From an optimization exercise on the open Yosys and OpenROAD flow, aimed at small area, a short achievable clock period and few clock cycles per item; shortcuts taken in it are not production practice. Function was checked by simulation only, so behaviour that the tests miss may differ from the original.

==> flow/design.v, too long to show whole: its modules and the start of the top module <==
// module sdc_sqrt: 4313 lines
// module sdc_div: 5592 lines
// module sdc_recip: 549 lines
// module stick_deadzone_conditioner_top: 1003 lines
module stick_deadzone_conditioner_top (
  input  logic        clk_i,
  input  logic        rst_ni,
  input  logic        start_i,
  output logic        busy_o,
  input  logic [15:0] raw_x_i,
  input  logic [15:0] raw_y_i,
  output logic        done_o,
  output logic [15:0] out_x_o,
  output logic [15:0] out_y_o,
  input  logic        cfg_we_i,
  input  logic [1:0]  cfg_idx_i,
  input  logic [14:0] cfg_wdata_i
);
  // ...
==> flow/run.sh <==
#!/bin/bash
# synth_recipe.tcl (not shown) runs the flow's synth.tcl, then flattens the netlist and writes it again
# the make line also repeats each setting of config.mk as NAME=value (left out here)
make -C /OpenROAD-flow-scripts/flow DESIGN_CONFIG=/design/flow/config.mk WORK_HOME=/design/flow/orfs CLKGATE_MAP_FILE= SYNTH_SCRIPT=/design/flow/synth_recipe.tcl finish
==> flow/config.mk <==
export PLATFORM = sky130hd
export DESIGN_NAME = stick_deadzone_conditioner_top
export DESIGN_NICKNAME = stick_deadzone_conditioner_top
export VERILOG_FILES = /design/flow/design.v
export SDC_FILE = /design/flow/constraint.sdc
export NUM_CORES = 4
export LEC_CHECK = 0
export CAP_MARGIN = 20
export CORE_MARGIN = 2
export CORE_UTILIZATION = 50
export CTS_CLUSTER_DIAMETER = 100
export CTS_CLUSTER_SIZE = 24
export PLACE_DENSITY = 0.65
export SLEW_MARGIN = 20
==> flow/constraint.sdc <==
create_clock -name core_clock -period 10.0 [get_ports {clk_i}]
set_input_delay 2.0000 -clock core_clock [delete_from_list [all_inputs] [get_ports {clk_i}]]
set_output_delay 2.0000 -clock core_clock [all_outputs]
set_load 0.01 [all_outputs]
==> key figures, run 1 <==
Outcome
  – Outcome: no timing/DRC/antenna violations

Global routing
  – Vias in the first global route: roughly 84000
  – Largest net degree at the start of global routing: 77

Detailed routing
  – ANT nets after route: 0
  – Vias/cell: 5.34
  – Wl on met1: ~120000 um
  – WL final: roughly 290000 um

Final layout
  – Fraction of area in registers: 0.457
  – Clk tree area frac: 0.0326
  – Reg with most FFs: u_front.f_wpa_s16
  – Fin cells: between 15000 and 20000
  – Final Cell Area: 143000 um^2

Timing
  – Final Setup Violations: 0
  – Slew margin rel.: 0.288

Logic synthesis
  – Mux cell area share after synthesis: 0.0371
  – Number of flops mapped to enable cells by yosys: 85
  – Synth top area share: 0.459

Worst setup path
  – FF-to-FF Start: u_div.b_dv_s3[0]
  – Crit path kind: reg -> reg

Hold path
  – Hold path endpoint: u_div.b_lox_s6[4]

Place
  – Post-detail-place hpwl: 224000 um
  – Placer Congestion: roughly 0.91

Floorplan
  – Core Rows: 190
  – Core Box Area: approximately 270000 um^2
Testbench counts, summed over its fixed seeds: cycles 17,336, items 16,384.
==> run 2: changes to the inputs <==
--- a/flow/design.v
+++ b/flow/design.v
@@ -10485,20 +10485,20 @@
   end
   assign busy_o = 1'b0;
   logic        is2;
   logic [14:0] zeff;
   logic [15:0] dd_q;
   logic [14:0] zeff_q, deff_q;
   assign is2     = (mode_q == 2'd2);
   assign zeff    = (is2 || (mode_q == 2'd1)) ? zone_q : 15'd0;
+  assign deff_q = (dd_q[15] || (dd_q == 16'd0)) ? 15'd1 : dd_q[14:0];
   always_ff @(posedge clk_i) begin
     zeff_q <= zeff;
     dd_q   <= {1'b0, scale_q} - {1'b0, zeff};
-    deff_q <= (dd_q[15] || (dd_q == 16'd0)) ? 15'd1 : dd_q[14:0];
   end
   logic        we1_q, we2_q;
   logic [3:0]  r_sh;
   logic [30:0] r_q;
   always_ff @(posedge clk_i or negedge rst_ni) begin
     if (!rst_ni) begin
       we1_q <= 1'b0;
       we2_q <= 1'b0;
==> flow/config.mk (replaced) <==
export PLATFORM = sky130hd
export DESIGN_NAME = stick_deadzone_conditioner_top
export DESIGN_NICKNAME = stick_deadzone_conditioner_top
export VERILOG_FILES = /design/flow/design.v
export SDC_FILE = /design/flow/constraint.sdc
export NUM_CORES = 4
export LEC_CHECK = 0
export CAP_MARGIN = 20
export CORE_MARGIN = 2
export CORE_UTILIZATION = 45
export CTS_CLUSTER_DIAMETER = 100
export CTS_CLUSTER_SIZE = 24
export PLACE_DENSITY = 0.6
export SLEW_MARGIN = 50
==> key figures, run 2 <==
Logic synthesis
  – Post-synth top cells: 3067 x dfxtp_1, 1002 x ha_1, 854 x inv_1
  – Mapped Cells: 11551
  – Top-count cell post-synth: dfxtp_1
  – Sequential area share after synthesis: 0.485
  – Synth top area share: 0.458 (-0.00137)
  – Seq cells post-synth: between 3000 and 4000
  – Top cells by area, synth: dfxtp_1 46%, fa_1 11%, ha_1 9.4%
  – Synth warn: 4
  – Unique masters post-synth: between 100 and 150
  – Main synth FF type: dfxtp_1
  – Cell area after synthesis: 134000 um^2
  – Number of flops mapped to enable cells by yosys: 85 (unchanged)
  – Avg Cell Area, Syn: between 10 and 15 um^2
  – Most area-hungry cell type in the Yosys netlist: dfxtp_1
  – FFs w/ async S/R, synth: 0.0125

Timing
  – Final Setup Violations: 0 (unchanged)
  – Tightest Pin Transition: around 0.77 ns
  – Sum Neg Setup Slack: 0 ns
  – Final setup margin: 6.13 ns
  – Crit path time final: between 3 and 4 ns
  – Slew margin rel.: 0.484 (+0.195)
  – Final Skew: between 0.06 and 0.07 ns
  – Fin crit share: 0.387
  – Final hold violation count: 0
  – Hold slack: 0.307 ns
  – Final Max Slew Viols: 0
  – RSZ-0062 raised after global routing: false
  – Fmax: approximately 260 MHz

Global routing
  – Antenna violations before repair: 13
  – First-pass GRT wire length: approximately 470000 um
  – Largest net degree at the start of global routing: 77 (unchanged)
  – Total GRT Usage: 0.198
  – Vias in the first global route: 84946 (+0.99%)
  – Total congestion overflow: 0

Clocking
  – Maximum clock insertion buffer count: 4
  – TritonCTS Sinks: 3192
  – Clk Latency, worst-skew pair: just under 0.9 ns
  – Post-CTS sizing: 0
  – Clk slew on worst S/H paths: about 0.090 ns
  – Post-CTS setup buffers: 0
  – CTS tree: built
  – Hold_buf cts: 0
  – CTS Buf Count: 165
  – Htree depth: 4
  – Root Driver: clkbuf_16

Worst setup path
  – CP max FO: 4
  – WP data required: 10.77 ns
  – Crit-path slowest cell: a31oi_1
  – Setup crit end kind: register
  – Crit-path leading delay family: compound AO/OA/AOI/OAI gates
  – Slowest stage delay, CP: between 0.5 and 0.6 ns
  – Worst path most repeated cell: o21ai_0
  – CP arrival: 4.64 ns
  – Crit start category: register
  – Crit path kind: reg -> reg
  – WP buf/inv: 0
  – CP Cell Sequence: fa_1, ha_1, o21ai_0, a2111oi_0, o21ai_0, a31oi_1, o21ai_0, a21boi_0, nor2_1, xor2_1, o21ai_0

Final layout
  – Fin cells: 15432 (+2.8%)
  – Most frequent cells in the layout: 2982 x dfxtp_1, 1001 x ha_1, 853 x inv_1
  – Register area: about 65000 um^2
  – Layout area overhead: 7.34%
  – Layout cell share with drive strength beyond 1: 0.0757
  – Multi-input logic area: between 60000 and 70000 um^2
  – Largest register FFs: 44
  – Fill count: 26333
  – Finished Core Util: 0.485
  – Reg with most FFs: u_front.f_wpa_s16
  – Final Cell Area: 144000 um^2 (+0.68%)
  – Biggest regs: u_front.f_wpa_s16: 44 flops, u_front.f_wpb_s16: 43 flops, u_front.f_wpc_s16: 39 flops
  – Fin nets: around 13000
  – Commonest non-fill, non-tap cell in the layout: dfxtp_1

Job
  – Max-cap violations: 0

Floorplan
  – Core Rows: 200 (+5.3%)
  – Number of top-level pins: just under 90
  – Die Y: 550 um
  – Initial Utilization: 0.452
  – Core Box Area: 297000 um^2 (+11%)
  – Area of the die: 302000 um^2
  – DIE WIDTH: approximately 550 um

Detailed routing
  – Routed vias: 80597
  – First drt pass iteration count: 8
  – DRT iter0 DRCs: 5069
  – WL final: 300000 um (+1.7%)
  – DRC: 0
  – ANT nets after route: 0 (unchanged)
  – Routed WL per cell: 19.4 um
  – Vias/cell: 5.22 (-2.2%)

Place
  – Placed Cells: between 15000 and 20000
  – Placer Congestion: 0.856 (-5.9%)
  – Dpl cell area: about 140000 um^2
  – DP Worst Slack: slightly above 6 ns
  – Post-detail-place hpwl: 224000 um (+0.26%)
  – Count of buffers from port buffering: 85

Outcome
  – Outcome: no timing/DRC/antenna violations

Hold path
  – Worst hold path type: reg -> reg
-- run 2: cell types whose count changed after synthesis, sizes merged, moves of 6 or more --
cell,change
and2,-15
o22ai,+6
xor2,+8
nor2b,-7
o21ai,-13
a22oi,+11
nor2,+28
mux2i,-19
dfxtp,-15
nand2b,-10
nand2,-25
nand3,+14
-- run 2: cell type report --
| type | count | share of cell area |
|---|---|---|
| flip-flops and latches | 3192 | 0.452 |
| multi-input cells | 7033 | 0.447 |
| well taps | 3939 | 0.0342 |
| clock buffers | 188 | 0.0297 |
| inverters | 866 | 0.0226 |
| repair buffers | 176 | 0.0111 |
| clock inverters | 33 | 0.00348 |
| diodes | 5 | 0.0000869 |
-- run 2: metal layers --
metal | GRT usage | part of all wire | vias up
met4 | 0.0745 | 0.037 | 4
met2 | 0.355 | 0.50 | 1989
met3 | 0.0240 | 0.046 | 563
met1 | 0.241 | 0.42 | 39447
met5 | 0 | 0.00011 | -
li1 | - | - | 38594
-- run 2: path summary, 6_finish.rpt --
check	from	to	slack, ns	depth (start not counted)
worst max-delay path	u_front.f_pya_s19[9]	u_div.b_ny_s1[26]	6.13	11
worst min-delay path	u_div.b_lox_s10[0]	u_div.b_lox_s11[0]	0.31	0
worst max register to register	u_front.f_pya_s19[9]	u_div.b_ny_s1[26]	6.13	11
worst min register to register	u_div.b_lox_s10[0]	u_div.b_lox_s11[0]	0.31	0
max in group asynchronous	rst_ni	zone_q[4]	8.37	2
min in group asynchronous	rst_ni	u_div.b_v_s15	1.15	2
-- run 2: kinds of logic after synthesis --
logic type               share of synthesized area
AO/OA/AOI/OAI                                0.104
XOR/XNOR                                    0.0688
adder cells (fa/ha/maj)                      0.201
buffers and inverters                       0.0379
flip-flops                                   0.485
multiplexers                                0.0365
other                                    0.0000280
AND/OR/NAND/NOR                             0.0671
Testbench counts of run 2, summed over its fixed seeds: cycles 17,336, items 16,384.
==> run 3: changes to the inputs <==
--- a/flow/config.mk
+++ b/flow/config.mk
@@ -12,3 +12,3 @@
 export CTS_CLUSTER_SIZE = 24
 export PLACE_DENSITY = 0.6
-export SLEW_MARGIN = 50
+export SLEW_MARGIN = 78
==> key figures, run 3 <==
Outcome
  – Outcome: no timing/DRC/antenna violations

Detailed routing
  – WL final: 303000 um (+1.1%)
  – Vias/cell: 5.21 (-0.26%)
  – First drt pass iteration count: 6 (-2)
  – DRT iter0 DRCs: 4811 (-5.1%)
  – Routed vias: 81488 (+1.1%)
  – Routed WL per cell: 19.4 um (-0.25%)
  – ANT nets after route: 0 (unchanged)
  – DRC: 0 (unchanged)

Logic synthesis
  – Avg Cell Area, Syn: 11.6 um^2 (unchanged)
  – Mapped Cells: 11551 (unchanged)
  – FFs w/ async S/R, synth: 0.0125 (unchanged)
  – Sequential area share after synthesis: 0.485 (unchanged)
  – Synth warn: 4 (unchanged)
  – Post-synth top cells: 3067 x dfxtp_1, 1002 x ha_1, 854 x inv_1
  – XOR/XNOR Fraction of Synth Area: 0.0688 (unchanged)
  – Main synth FF type: dfxtp_1
  – Unique masters post-synth: 109 (unchanged)
  – Top cells by area, synth: dfxtp_1 46%, fa_1 11%, ha_1 9.4%
  – Seq cells post-synth: 3192 (unchanged)
  – Cell area after synthesis: 134000 um^2 (unchanged)
  – Most area-hungry cell type in the Yosys netlist: dfxtp_1
  – Largest family of logic cells by synthesized area: adder cells
  – Synth top area share: 0.458 (unchanged)
  – Compound-cell area share of the yosys netlist: 0.104 (unchanged)
  – Simple logic cell fraction of the synthesized area: 0.0671 (unchanged)
  – Synth Area in Adders: 0.201 (unchanged)
  – Mux cell area share after synthesis: 0.0365 (unchanged)
  – Number of flops mapped to enable cells by yosys: 85 (unchanged)
  – Top-count cell post-synth: dfxtp_1

Worst setup path
  – FF-to-FF Start: u_div.b_dv_s7[0]
  – Path depth of the worst reg2reg path: 15 (+4)
  – WP buf/inv: 1 (+1)
  – Slowest stage delay, CP: 0.58 ns (+0.04 ns)
  – CP max FO: 2 (-2)
  – Crit-path slowest cell: clkdlybuf4s50_1
  – Reg2Reg Capture Point: u_div.b_Ry_s8[1]
  – FF-to-FF setup slack: 6.14 ns (about the same)
  – CP arrival: 1.89 ns (-2.75 ns)
  – Critical Path Stages: 1 (-10)
  – CP Cell Sequence: clkdlybuf4s50_1
  – Crit path kind: reg -> out
  – WP data required: 8.00 ns (-2.77 ns)
  – Crit-path leading delay family: buffers and inverters
  – Setup crit end kind: output pin
  – Crit start category: register

Floorplan
  – Area of the die: 302000 um^2 (unchanged)
  – Core Box Area: 297000 um^2 (unchanged)
  – Initial Utilization: 0.452 (unchanged)
  – DIE WIDTH: 550 um (unchanged)
  – Die Y: 550 um (unchanged)
  – Core Rows: 200 (unchanged)
  – Number of top-level pins: 87 (unchanged)

Clocking
  – Maximum clock insertion buffer count: 4 (unchanged)
  – Root Driver: clkbuf_16
  – Post-CTS sizing: 0 (unchanged)
  – Htree depth: 4 (unchanged)
  – Clk Latency, worst-skew pair: 0.89 ns (about the same)
  – TritonCTS Sinks: 3192 (unchanged)
  – CTS Buf Count: 164 (-0.61%)
  – CTS tree: built
  – Hold_buf cts: 0 (unchanged)
  – Post-CTS setup buffers: 0 (unchanged)
  – Clk slew on worst S/H paths: 0.10 ns (about the same)

Timing
  – Sum Neg Setup Slack: 0 ns (unchanged)
  – Fmax: 257 MHz (-0.51%)
  – Fin crit share: 0.389 (+0.00200)
  – Crit path time final: 3.89 ns (+0.0200 ns)
  – Final Max Slew Viols: 0 (unchanged)
  – Final hold violation count: 0 (unchanged)
  – Final Setup Violations: 0 (unchanged)
  – RSZ-0062 raised after global routing: false
  – Final Skew: 0.0879 ns (+0.0249 ns)

Final layout
  – Multi-input logic area: 66400 um^2 (+3.4%)
  – Reg with most FFs: u_front.f_wpa_s16
  – Most frequent cells in the layout: 2892 x dfxtp_1, 999 x ha_1, 847 x inv_1
  – Commonest non-fill, non-tap cell in the layout: dfxtp_1
  – Largest register FFs: 44 (unchanged)
  – Fin nets: 13403 (+1.5%)
  – Final Cell Area: 148000 um^2 (+2.8%)
  – Register area: 65400 um^2 (+0.55%)
  – Layout area overhead: 10.4%
  – Biggest regs: u_front.f_wpa_s16: 44 flops, u_front.f_wpb_s16: 43 flops, u_front.f_wpc_s16: 39 flops
  – Fill count: 26072 (-0.99%)
  – Layout cell share with drive strength beyond 1: 0.118 (+0.0422)

Job
  – Max-cap violations: 0 (unchanged)

Hold path
  – Worst hold path type: reg -> reg
  – Hold path endpoint: u_front.f_ax_s13[6]
  – Hold Path Cell Cnt: 0 (unchanged)
  – Hold Startpoint: u_front.f_ax_s12[6]

Global routing
  – Met1 Use GR: 0.242 (+0.00105)
  – Antenna violations before repair: 12 (-1)
  – Met2 Track Usage GR: 0.360 (+0.00453)
  – First-pass GRT wire length: 478000 um (+1.0%)
  – Vias in the first global route: 85864 (+1.1%)
  – Largest net degree at the start of global routing: 42 (-45%)
  – GR peak layer: met2
  – Total congestion overflow: 0 (unchanged)
  – Met3 Use GR: 0.0242 (+0.000170)
  – Total GRT Usage: 0.199 (+0.00169)

Place
  – Placer Congestion: 0.856 (unchanged)
  – Post-detail-place hpwl: 230000 um (+2.7%)
  – Dpl cell area: 142000 um^2 (+2.4%)
  – Count of buffers from port buffering: 85 (unchanged)
==> run 3: how the worst max path moves through the flow <==
| stage | from | end | slack, ns |
|---|---|---|---|
| finish | u_div.b_v_s15 | done_o | 6.11 |
| global route | u_div.b_dv_s7[0] | u_div.b_Ry_s8[1] | 5.91 |
| CTS | u_div.b_v_s15 | done_o | 6.03 |
| detailed placement | u_div.b_dv_s7[0] | u_div.b_Ry_s8[1] | 6.18 |
| global placement | u_div.b_dv_s7[0] | u_div.b_Ry_s8[2] | 5.98 |
| floorplan | u_recip.cnt_q[0] | u_recip.nb_q[0] | 6.60 |
==> run 3: per-layer routing <==
layer  part of all wire  wire length, um
met5           0.000082               25
met4              0.039            11900
met3              0.043            12900
met2               0.50           153000
met1               0.41           126000
==> run 3: worst reg2reg max path, cell delays in order, from the launching register on <==
cell       delay [ns]
dfxtp_1          0.32
inv_1            0.07
ha_1             0.14
inv_1            0.05
fa_1             0.47
a21o_1           0.20
a21o_1           0.25
a2111oi_4        0.36
clkbuf_1         0.19
o21ai_2          0.11
a2111oi_4        0.37
nor2_2           0.12
a31oi_4          0.28
buf_2            0.26
buf_2            0.23
mux2_2           0.35
==> run 3: area by class of cell <==
cell class / count / share of cell area
multi-input cells: 7033 / 0.449
flip-flops and latches: 3192 / 0.442
well taps: 3939 / 0.0333
clock buffers: 206 / 0.0297
inverters: 866 / 0.0222
repair buffers: 372 / 0.0209
clock inverters: 29 / 0.00273
diodes: 7 / 0.000118
==> run 3: cells by family after synthesis <==
group,Yosys count
AO/OA/AOI/OAI,1989
XOR/XNOR,1053
adder cells (fa/ha/maj),1728
buffers and inverters,1327
flip-flops,3192
multiplexers,431
other,1
AND/OR/NAND/NOR,1830
==> run 3: through the flow <==
| stage | setup WS, ns | std cells | hold WS [ns] | utilization |
|---|---|---|---|---|
| finish | 6.11 | 15644 | 0.260 | 0.499 |
| global route | 5.91 | 15639 | 0.267 | 0.499 |
| CTS | 6.03 | 15617 | 0.265 | 0.496 |
| detailed placement | 6.18 | 15382 | 0.312 | 0.480 |
| global placement | 5.98 | 15176 | 0.310 | 0.467 |
| floorplan | 6.60 | 11552 | 0.310 | - |
==> run 4: changes to the inputs <==
--- a/flow/config.mk
+++ b/flow/config.mk
@@ -12,3 +12,3 @@
 export CTS_CLUSTER_SIZE = 24
 export PLACE_DENSITY = 0.6
-export SLEW_MARGIN = 78
+export SLEW_MARGIN = 20
==> key figures, run 4 <==
Final layout
  – Most frequent cells in the layout: 3060 x dfxtp_1, 1001 x ha_1, 853 x inv_1
  – Layout cell share with drive strength beyond 1: 0.0644 (-0.0535)
  – Reg with most FFs: u_front.f_wpa_s16
  – Fin nets: 13177 (-1.7%)
  – Layout area overhead: 6.90%
  – Fin cells: 15404 (-1.5%)
  – Largest register FFs: 44 (unchanged)
  – Commonest non-fill, non-tap cell in the layout: dfxtp_1
  – Biggest regs: u_front.f_wpa_s16: 44 flops, u_front.f_wpb_s16: 43 flops, u_front.f_wpc_s16: 39 flops

Global routing
  – Largest net degree at the start of global routing: 77 (+83%)
  – Vias in the first global route: 84426 (-1.7%)
  – Antenna violations before repair: 20 (+8)
  – Met1 Use GR: 0.241 (-0.000518)
  – Total congestion overflow: 0 (unchanged)
  – First-pass GRT wire length: 473000 um (-1.1%)
  – GR peak layer: met2
  – Met2 Track Usage GR: 0.356 (-0.00427)
  – Met3 Use GR: 0.0246 (+0.000425)
  – Total GRT Usage: 0.198 (-0.00170)

Place
  – Count of buffers from port buffering: 85 (unchanged)
  – Placed Cells: 15176 (-1.3%)
  – Post-detail-place hpwl: 223000 um (-3.0%)
  – Placer Congestion: 0.856 (unchanged)

Detailed routing
  – DRT iter0 DRCs: 4922 (+2.3%)
  – Routed vias: 80493 (-1.2%)
  – DRC: 0 (unchanged)
  – ANT nets after route: 1 (+1)
  – WL final: 300000 um (-1.1%)
  – First drt pass iteration count: 6 (unchanged)
  – Routed WL per cell: 19.5 um (+0.47%)
  – Vias/cell: 5.23 (+0.32%)

Timing
  – RSZ-0062 raised after global routing: false
  – Tightest Pin Transition: 1.15 ns
  – Crit path time final: 4.02 ns (+0.133 ns)
  – Final Setup Violations: 0 (unchanged)
  – Fmax: 249 MHz (-3.3%)
  – Final Max Slew Viols: 0 (unchanged)
  – Fin crit share: 0.402 (+0.0133)
  – Final Skew: 0.0769 ns (-0.0110 ns)
  – Final hold violation count: 0 (unchanged)
  – Slew margin rel.: 0.233
  – Sum Neg Setup Slack: 0 ns (unchanged)

Floorplan
  – Core Rows: 200 (unchanged)
  – Number of top-level pins: 87 (unchanged)
  – Initial Utilization: 0.452 (unchanged)
  – Die Y: 550 um (unchanged)
  – Core Box Area: 297000 um^2 (unchanged)
  – Area of the die: 302000 um^2 (unchanged)
  – DIE WIDTH: 550 um (unchanged)

Logic synthesis
  – Synth warn: 4 (unchanged)
  – Cell area after synthesis: 134000 um^2 (unchanged)
  – Seq cells post-synth: 3192 (unchanged)
  – Number of flops mapped to enable cells by yosys: 85 (unchanged)
  – Post-synth top cells: 3067 x dfxtp_1, 1002 x ha_1, 854 x inv_1
  – Unique masters post-synth: 109 (unchanged)
  – Top cells by area, synth: dfxtp_1 46%, fa_1 11%, ha_1 9.4%
  – Synth top area share: 0.458 (unchanged)
  – Most area-hungry cell type in the Yosys netlist: dfxtp_1
  – Top-count cell post-synth: dfxtp_1
  – Mapped Cells: 11551 (unchanged)
  – FFs w/ async S/R, synth: 0.0125 (unchanged)
  – Avg Cell Area, Syn: 11.6 um^2 (unchanged)
  – Main synth FF type: dfxtp_1
  – Sequential area share after synthesis: 0.485 (unchanged)

Worst setup path
  – Crit-path slowest cell: a31oi_2
  – CP Launch Point: u_div.b_dv_s7[0]
  – WP buf/inv: 2 (+1)
  – Setup crit end kind: register
  – Slowest stage delay, CP: 0.84 ns (+0.26 ns)
  – CP Cell Sequence: inv_1, ha_1, inv_1, fa_1, a21o_1, a21o_1, a2111oi_2, o21ai_1, a2111oi_2, nor2_1, a31oi_2, mux2_2
  – FF-to-FF Start: u_div.b_dv_s7[0]
  – WP data required: 10.73 ns (+2.73 ns)
  – Crit path kind: reg -> reg
  – CP arrival: 4.75 ns (+2.86 ns)
  – Crit start category: register
  – CP max FO: 24 (+22)
  – Crit-path leading delay family: compound AO/OA/AOI/OAI gates

Clocking
  – CTS Buf Count: 164 (unchanged)
  – Post-CTS setup buffers: 0 (unchanged)
  – Htree depth: 4 (unchanged)
  – TritonCTS Sinks: 3192 (unchanged)
  – Post-CTS sizing: 0 (unchanged)
  – CTS tree: built
  – Maximum clock insertion buffer count: 4 (unchanged)
  – Root Driver: clkbuf_16
  – Clk Latency, worst-skew pair: 0.90 ns (about the same)
  – Hold_buf cts: 0 (unchanged)
  – Clk slew on worst S/H paths: 0.09 ns (about the same)

Outcome
  – Outcome: failed layout checks
  – Layout violations: antenna rules

Hold path
  – Hold Startpoint: u_front.f_ax_s11[6]
  – Worst hold path type: reg -> reg

Job
  – Max-cap violations: 0 (unchanged)
==> run 4: cells by family after synthesis <==
| logic type | share of synthesized area |
|---|---|
| XOR/XNOR | 0.0688 |
| multiplexers | 0.0365 |
| other | 0.0000280 |
| buffers and inverters | 0.0379 |
| AND/OR/NAND/NOR | 0.0671 |
| AO/OA/AOI/OAI | 0.104 |
| adder cells (fa/ha/maj) | 0.201 |
| flip-flops | 0.485 |
==> run 4: path summary, 6_finish.rpt <==
path,slack (ns),cells past startpoint,endpoint
min in group asynchronous,1.25,2,u_div.b_v_s15
min reg2reg,0.27,0,u_front.f_ax_s12[6]
max,5.98,12,u_div.b_Ry_s8[1]
max in group asynchronous,8.15,2,zone_q[3]
min,0.27,0,u_front.f_ax_s12[6]
max reg2reg,5.98,12,u_div.b_Ry_s8[1]
==> run 4: layer usage <==
layer  wire length, um  vias to the layer above
met4             10700                        4
met1            125000                    39400
li1                  -                    38560
met2            150000                     1968
met3             13500                      561
met5                25                        -
==> run 4: area by class of cell <==
| class | instances | area [um^2] |
|---|---|---|
| multi-input combinational | 7033 | 64100 |
| clock inverter | 31 | 478 |
| tap | 3939 | 4930 |
| sequential | 3192 | 65000 |
| timing repair buffer | 146 | 1300 |
| antenna | 10 | 25.0 |
| clock buffer | 187 | 4260 |
| inverter | 866 | 3250 |
| fill | 26383 | 153000 |
==> run 4: per-stage QoR <==
| step | hold WS [ns] | cell area (um^2) | setup slack (ns) | utilization |
|---|---|---|---|---|
| 4_1_cts | 0.284 | 143000 | 5.93 | 0.483 |
| 2_1_floorplan | 0.310 | 134000 | 6.60 | - |
| 3_3_place_gp | 0.310 | 139000 | 5.98 | 0.467 |
| 5_1_grt | 0.276 | 143000 | 5.60 | 0.483 |
| 6_report | 0.270 | 143000 | 5.98 | 0.483 |
| 3_5_place_dp | 0.312 | 139000 | 5.98 | 0.467 |
==> run 5: changes to the inputs <==
--- a/flow/config.mk
+++ b/flow/config.mk
@@ -12,3 +12,3 @@
 export CTS_CLUSTER_SIZE = 24
 export PLACE_DENSITY = 0.6
-export SLEW_MARGIN = 20
+export SLEW_MARGIN = 70
==> key figures, run 5 <==
Clocking
  – Htree depth: 4 (unchanged)
  – Post-CTS sizing: 0 (unchanged)
  – Hold_buf cts: 0 (unchanged)
  – Clk Latency, worst-skew pair: 0.90 ns (about the same)
  – CTS tree: built
  – CTS Buf Count: 165 (+0.61%)
  – Maximum clock insertion buffer count: 4 (unchanged)
  – Post-CTS setup buffers: 0 (unchanged)
  – TritonCTS Sinks: 3192 (unchanged)
  – Clk slew on worst S/H paths: 0.09 ns (about the same)
  – Root Driver: clkbuf_16

Final layout
  – Commonest non-fill, non-tap cell in the layout: dfxtp_1
  – Biggest regs: u_front.f_wpa_s16: 44 flops, u_front.f_wpb_s16: 43 flops, u_front.f_wpc_s16: 39 flops
  – Finished Core Util: 0.491 (+0.00730)
  – Final Cell Area: 145000 um^2 (+1.5%)
  – Most frequent cells in the layout: 2936 x dfxtp_1, 1001 x ha_1, 852 x inv_1
  – Reg with most FFs: u_front.f_wpa_s16
  – Layout area overhead: 8.51%
  – Largest register FFs: 44 (unchanged)
  – Layout cell share with drive strength beyond 1: 0.0928 (+0.0284)
  – Fin nets: 13280 (+0.78%)

Global routing
  – Vias in the first global route: 84971 (+0.65%)
  – Total GRT Usage: 0.198 (+0.000793)
  – Total congestion overflow: 0 (unchanged)
  – Antenna violations before repair: 19 (-5.0%)
  – Largest net degree at the start of global routing: 56 (-27%)
  – First-pass GRT wire length: 475000 um (+0.41%)

Detailed routing
  – DRT iter0 DRCs: 4861 (-1.2%)
  – Routed WL per cell: 19.4 um (-0.47%)
  – Routed vias: 80784 (+0.36%)
  – WL final: 300000 um (+0.20%)
  – ANT nets after route: 0 (-1)
  – DRC: 0 (unchanged)
  – Vias/cell: 5.21 (-0.31%)
  – First drt pass iteration count: 6 (unchanged)

Floorplan
  – DIE WIDTH: 550 um (unchanged)
  – Initial Utilization: 0.452 (unchanged)
  – Area of the die: 302000 um^2 (unchanged)
  – Die Y: 550 um (unchanged)
  – Number of top-level pins: 87 (unchanged)
  – Core Box Area: 297000 um^2 (unchanged)
  – Core Rows: 200 (unchanged)

Timing
  – Final Max Slew Viols: 0 (unchanged)
  – Final Setup Violations: 0 (unchanged)
  – Fmax: 256 MHz (+2.9%)
  – Crit path time final: 3.91 ns (-0.114 ns)
  – Fin crit share: 0.391 (-0.0114)
  – Final Skew: 0.0910 ns (+0.0141 ns)
  – RSZ-0062 raised after global routing: false
  – Final hold violation count: 0 (unchanged)
  – Sum Neg Setup Slack: 0 ns (unchanged)

Logic synthesis
  – Synth warn: 4 (unchanged)
  – Top cells by area, synth: dfxtp_1 46%, fa_1 11%, ha_1 9.4%
  – Cell area after synthesis: 134000 um^2 (unchanged)
  – Top-count cell post-synth: dfxtp_1
  – Synth top area share: 0.458 (unchanged)
  – Number of flops mapped to enable cells by yosys: 85 (unchanged)
  – Sequential area share after synthesis: 0.485 (unchanged)
  – Post-synth top cells: 3067 x dfxtp_1, 1002 x ha_1, 854 x inv_1
  – Seq cells post-synth: 3192 (unchanged)
  – Mapped Cells: 11551 (unchanged)
  – Avg Cell Area, Syn: 11.6 um^2 (unchanged)
  – FFs w/ async S/R, synth: 0.0125 (unchanged)
  – Unique masters post-synth: 109 (unchanged)
  – Main synth FF type: dfxtp_1
  – Most area-hungry cell type in the Yosys netlist: dfxtp_1

Worst setup path
  – Crit start category: register
  – FF-to-FF setup slack: 6.23 ns (+0.25 ns)
  – Reg2Reg Capture Point: u_div.b_Rx_s2[2]
  – CP max FO: 2 (-92%)
  – CP Cell Sequence: clkdlybuf4s50_1
  – Path depth of the worst reg2reg path: 13 (+1)
  – FF-to-FF Start: u_div.b_dv_s1[0]
  – Crit path kind: reg -> out
  – Slowest stage delay, CP: 0.59 ns (-0.25 ns)
  – WP buf/inv: 1 (-1)
  – WP data required: 8.00 ns (-2.73 ns)
  – Setup crit end kind: output pin
  – Crit-path slowest cell: clkdlybuf4s50_1
  – CP arrival: 1.91 ns (-2.84 ns)
  – CP Launch Point: u_div.b_v_s15
  – Crit-path leading delay family: buffers and inverters

Place
  – Count of buffers from port buffering: 85 (unchanged)
  – Post-detail-place hpwl: 227000 um (+1.6%)
  – Placer Congestion: 0.856 (unchanged)
  – Dpl cell area: 140000 um^2 (+1.2%)

Hold path
  – Hold Path Cell Cnt: 0 (unchanged)
  – Hold path endpoint: u_front.f_ax_s8[11]
  – Worst hold path type: reg -> reg
  – Hold Startpoint: u_front.f_ax_s7[11]

Outcome
  – Outcome: no timing/DRC/antenna violations

Job
  – Max-cap violations: 0 (unchanged)
-- run 5: cell counts after synthesis --
No cell type changed its count.
-- run 5: worst max-delay path by stage --
stage | to | slack [ns] | depth (start not counted)
after floorplan | u_recip.nb_q[0] | 6.60 | 5
after global placement | u_div.b_Ry_s8[2] | 5.98 | 12
after detailed placement | u_div.b_Rx_s2[4] | 6.19 | 13
after CTS | done_o | 6.00 | 1
after global routing | u_div.b_Ry_s8[1] | 6.00 | 13
final | done_o | 6.09 | 1
-- run 5: kinds of logic after synthesis --
group,after synthesis,synth area share
buffers and inverters,1327,0.0379
and+or+nand+nor,1830,0.0671
xor gates and xnor gates,1053,0.0688
muxes,431,0.0365
other,1,0.0000280
AOI/OAI and AO/OA,1989,0.104
DFF,3192,0.485
adders and majority gates,1728,0.201
-- run 5: worst register-to-register path, cell delays in order, from the launching register on --
cell       delay, ns
dfxtp_1         0.33
inv_1           0.08
ha_1            0.14
inv_1           0.05
fa_1            0.47
a21o_1          0.20
a21o_1          0.22
a2111oi_2       0.43
o21ai_1         0.17
a2111oi_2       0.39
nor2_1          0.18
a31oi_4         0.40
buf_4           0.26
mux2_2          0.35
-- run 5: layout make-up --
| cell class | instances | area, um^2 |
|---|---|---|
| Antenna cell | 6 | 15.0 |
| Clock buffer | 192 | 4330 |
| Clock inverter | 31 | 454 |
| Fill cell | 26282 | 151000 |
| Inverter | 866 | 3270 |
| Multi-Input combinational cell | 7033 | 65000 |
| Sequential cell | 3192 | 65300 |
| Tap cell | 3939 | 4930 |
| Timing Repair Buffer | 248 | 2210 |
-- run 5: per-stage QoR --
stage	setup slack, ns	hold WS, ns	instances
floorplan	6.60	0.310	11552
global placement	5.98	0.310	15176
detailed placement	6.19	0.312	15273
CTS	6.00	0.282	15496
global route	6.00	0.288	15502
finish	6.09	0.287	15507
-- run 5: layer usage --
layer	GRT usage	share of wire	vias up	wire length (um)
met5	0	0.000037	-	11
met4	0.0732	0.037	2	11100
met3	0.0239	0.045	569	13500
met2	0.357	0.50	1887	151000
met1	0.242	0.41	39600	125000
li1	-	-	38726	-
==> run 6: changes to the inputs <==
--- a/flow/config.mk
+++ b/flow/config.mk
@@ -6,5 +6,5 @@
 export NUM_CORES = 4
 export LEC_CHECK = 0
-export CAP_MARGIN = 20
+export CAP_MARGIN = 50
 export CORE_MARGIN = 2
 export CORE_UTILIZATION = 45
@@ -12,3 +12,3 @@
 export CTS_CLUSTER_SIZE = 24
 export PLACE_DENSITY = 0.6
-export SLEW_MARGIN = 70
+export SLEW_MARGIN = 85
==> key figures, run 6 <==
Outcome
  – Outcome: no timing/DRC/antenna violations

Logic synthesis
  – Mapped Cells: 11551 (unchanged)
  – Synth top area share: 0.458 (unchanged)
  – Sequential area share after synthesis: 0.485 (unchanged)
  – XOR/XNOR Fraction of Synth Area: 0.0688 (unchanged)
  – Avg Cell Area, Syn: 11.6 um^2 (unchanged)
  – Most area-hungry cell type in the Yosys netlist: dfxtp_1
  – Simple logic cell fraction of the synthesized area: 0.0671 (unchanged)
  – Number of flops mapped to enable cells by yosys: 85 (unchanged)
  – Top cells by area, synth: dfxtp_1 46%, fa_1 11%, ha_1 9.4%
  – Unique masters post-synth: 109 (unchanged)
  – Compound-cell area share of the yosys netlist: 0.104 (unchanged)
  – Cell area after synthesis: 134000 um^2 (unchanged)
  – Mux cell area share after synthesis: 0.0365 (unchanged)
  – Largest family of logic cells by synthesized area: adder cells
  – Synth warn: 4 (unchanged)
  – Main synth FF type: dfxtp_1
  – FFs w/ async S/R, synth: 0.0125 (unchanged)
  – Top-count cell post-synth: dfxtp_1
  – Synth Area in Adders: 0.201 (unchanged)
  – Post-synth top cells: 3067 x dfxtp_1, 1002 x ha_1, 854 x inv_1
  – Seq cells post-synth: 3192 (unchanged)

Global routing
  – Total congestion overflow: 0 (unchanged)
  – Antenna violations before repair: 11 (-8)
  – Total GRT Usage: 0.208 (+0.00906)
  – Vias in the first global route: 90982 (+7.1%)
  – First-pass GRT wire length: 499000 um (+5.1%)
  – Largest net degree at the start of global routing: 31 (-45%)

Worst setup path
  – FF-to-FF setup slack: 0.44 ns (-5.79 ns)
  – WP data required: 10.75 ns (+2.75 ns)
  – Crit start category: register
  – CP arrival: 10.32 ns (+8.41 ns)
  – Crit path kind: reg -> reg
  – CP max FO: 3 (+1)
  – Setup crit end kind: register

Timing
  – Fmax: 105 MHz (-59%)
  – Hold slack: 0.285 ns (-0.00256 ns)
  – RSZ-0062 raised after global routing: true
  – Final Skew: 0.0797 ns (-0.0113 ns)
  – Final Max Slew Viols: 0 (unchanged)
  – Fin crit share: 0.956 (+0.566)
  – Final setup margin: 0.436 ns (-5.66 ns)
  – Final Setup Violations: 0 (unchanged)
  – Final hold violation count: 0 (unchanged)
  – Crit path time final: 9.56 ns (+5.66 ns)

Final layout
  – Fill count: 24154 (-8.1%)
  – Fin nets: 14333 (+7.9%)
  – Reg with most FFs: u_front.f_wpa_s16
  – Commonest non-fill, non-tap cell in the layout: dfxtp_1
  – Biggest regs: u_front.f_wpa_s16: 44 flops, u_front.f_wpb_s16: 43 flops, u_front.f_wpc_s16: 39 flops
  – Layout area overhead: 22.4%
  – Layout cell share with drive strength beyond 1: 0.230 (+0.137)
  – Register area: 65800 um^2 (+0.76%)
  – Largest register FFs: 44 (unchanged)
  – Most frequent cells in the layout: 2744 x dfxtp_1, 894 x ha_1, 831 x inv_1
  – Multi-input logic area: 74100 um^2 (+14%)

Detailed routing
  – Routed vias: 85839 (+6.3%)
  – DRT iter0 DRCs: 4741 (-2.5%)
  – DRC: 0 (unchanged)
  – WL final: 322000 um (+7.2%)
  – ANT nets after route: 0 (unchanged)
  – First drt pass iteration count: 6 (unchanged)
  – Vias/cell: 5.18 (-0.64%)
  – Routed WL per cell: 19.4 um (+0.28%)

Place
  – DP Worst Slack: -10.44 ns (-16.63 ns)
  – Post-detail-place hpwl: 247000 um (+9.0%)
  – Placer Congestion: 0.856 (unchanged)
  – Count of buffers from port buffering: 85 (unchanged)

Floorplan
  – Area of the die: 302000 um^2 (unchanged)
  – DIE WIDTH: 550 um (unchanged)
  – Die Y: 550 um (unchanged)
  – Number of top-level pins: 87 (unchanged)
  – Initial Utilization: 0.452 (unchanged)
  – Core Rows: 200 (unchanged)
  – Core Box Area: 297000 um^2 (unchanged)

Clocking
  – CTS tree: built
  – Root Driver: clkbuf_16
  – Clk Latency, worst-skew pair: 0.89 ns (about the same)
  – CTS Buf Count: 165 (unchanged)
  – Clk slew on worst S/H paths: 0.10 ns (about the same)
  – Maximum clock insertion buffer count: 4 (unchanged)
  – Htree depth: 4 (unchanged)
  – TritonCTS Sinks: 3192 (unchanged)

Job
  – Max-cap violations: 0 (unchanged)

Hold path
  – Worst hold path type: reg -> reg
## run 6: what timing repair did
| item | CTS | global route |
|---|---|---|
| buffers inserted | 18 | 8 |
| resized for setup | 38 | 20 |
| hold endpoints to repair | 0 | 0 |
| setup endpoints to repair | 185 | 201 |
| hold buffers | 0 | 0 |
| pin swaps | 20 | 16 |
## run 6: layout make-up
class | count | area share
Inverter | 866 | 0.0202
Clock buffer | 220 | 0.0269
Tap cell | 3939 | 0.0300
Antenna cell | 3 | 0.0000457
Sequential cell | 3192 | 0.401
Clock inverter | 30 | 0.00231
Multi-Input combinational cell | 7033 | 0.451
Timing Repair Buffer | 1301 | 0.0684
## run 6: metrics by stage
step           setup TNS, ns  area (um^2)  std cells   util
4_1_cts                    0       158000      16444  0.534
2_1_floorplan              0       134000      11552      -
3_3_place_gp               0       139000      15176  0.467
5_1_grt             -0.00332       164000      16582  0.553
6_report                   0       164000      16584  0.554
3_5_place_dp         -585.18       154000      16285  0.521
## run 6: path summary, 6_finish.rpt
check | from | endpoint | depth (start not counted)
worst max-delay path | u_div.b_dv_s11[0] | u_div.b_Ry_s12[15] | 27
min in group asynchronous | rst_ni | u_div.b_v_s15 | 2
max in group asynchronous | rst_ni | scale_q[9] | 4
worst min register to register | u_front.f_ax_s11[5] | u_front.f_ax_s12[5] | 0
worst min-delay path | u_front.f_ax_s11[5] | u_front.f_ax_s12[5] | 0
worst max register to register | u_div.b_dv_s11[0] | u_div.b_Ry_s12[15] | 27
## run 6: cell families (layout without fill, tap and decap cells)
family                   count (synthesis)  after routing
multiplexers                           431            431
AND/OR/NAND/NOR                       1830           1830
adder cells (fa/ha/maj)               1728           1728
XOR/XNOR                              1053           1053
other                                    1              5
AO/OA/AOI/OAI                         1989           1989
flip-flops                            3192           3192
buffers and inverters                 1327           2417
## run 6: layer usage
layer / up-vias / part of all wire / global-route usage
met4: 4 / 0.042 / 0.0816
met3: 694 / 0.043 / 0.0231
li1: 40838 / - / -
met1: 42315 / 0.40 / 0.250
met5: - / 0.000084 / 0
met2: 1988 / 0.51 / 0.376
## run 6: critical path, stage by stage, from the launching register on
cell and delay [ns]:
dfxtp_1 0.33, inv_1 0.09, ha_1 0.15, inv_1 0.06, fa_2 0.41, a21o_1 0.20, a21o_1 0.21, a2111oi_4 0.34
clkdlybuf4s50_1 0.53, clkdlybuf4s50_1 0.49, clkdlybuf4s50_1 0.59, o31ai_4 0.10, buf_1 0.12, buf_1 0.12, o41ai_4 0.20, clkdlybuf4s50_1 0.55
clkdlybuf4s50_1 0.52, clkdlybuf4s50_1 0.52, clkdlybuf4s50_1 0.51, clkdlybuf4s50_1 0.53, nor2_4 0.07, a2111oi_4 0.35, clkdlybuf4s50_1 0.54, clkdlybuf4s50_1 0.47
clkdlybuf4s50_1 0.47, clkdlybuf4s50_1 0.48, clkdlybuf4s50_1 0.48, nor2_1 0.05

## static timing again, ports no longer ideal
No port has a modelled driver above. Below, the same layouts with a new extraction and two added sets of constraints.
Step 1, drivers: a clkbuf_16 drives clk_i and a buf_2 each remaining input, both assumed.
Step 2 adds t to the input delays and takes it off the output delays; t is the mean of the earliest and latest rising clock arrival at the registers after step 1. Input paths then give back, and output paths get back, about the clock's delay inside the block.
Three values: no drivers, after step 1, after step 2; two values: the first two.
| run | t (ns) | setup slack, ns | worst register clock-pin slew, ns |
|---|---|---|---|
| run 1 | 0.937 | 5.945 / 5.945 / 5.945 | 0.10 / 0.10 |
| run 2 | 0.952 | 6.133 / 6.044 / 6.133 | 0.10 / 0.10 |
| run 3 | 0.951 | 6.113 / 6.010 / 6.140 | 0.10 / 0.10 |
| run 4 | 0.956 | 5.981 / 5.974 / 5.981 | 0.10 / 0.10 |
| run 5 | 0.957 | 6.095 / 5.990 / 6.229 | 0.10 / 0.10 |
| run 6 | 0.950 | 0.436 / 0.436 / 0.436 | 0.10 / 0.10 |
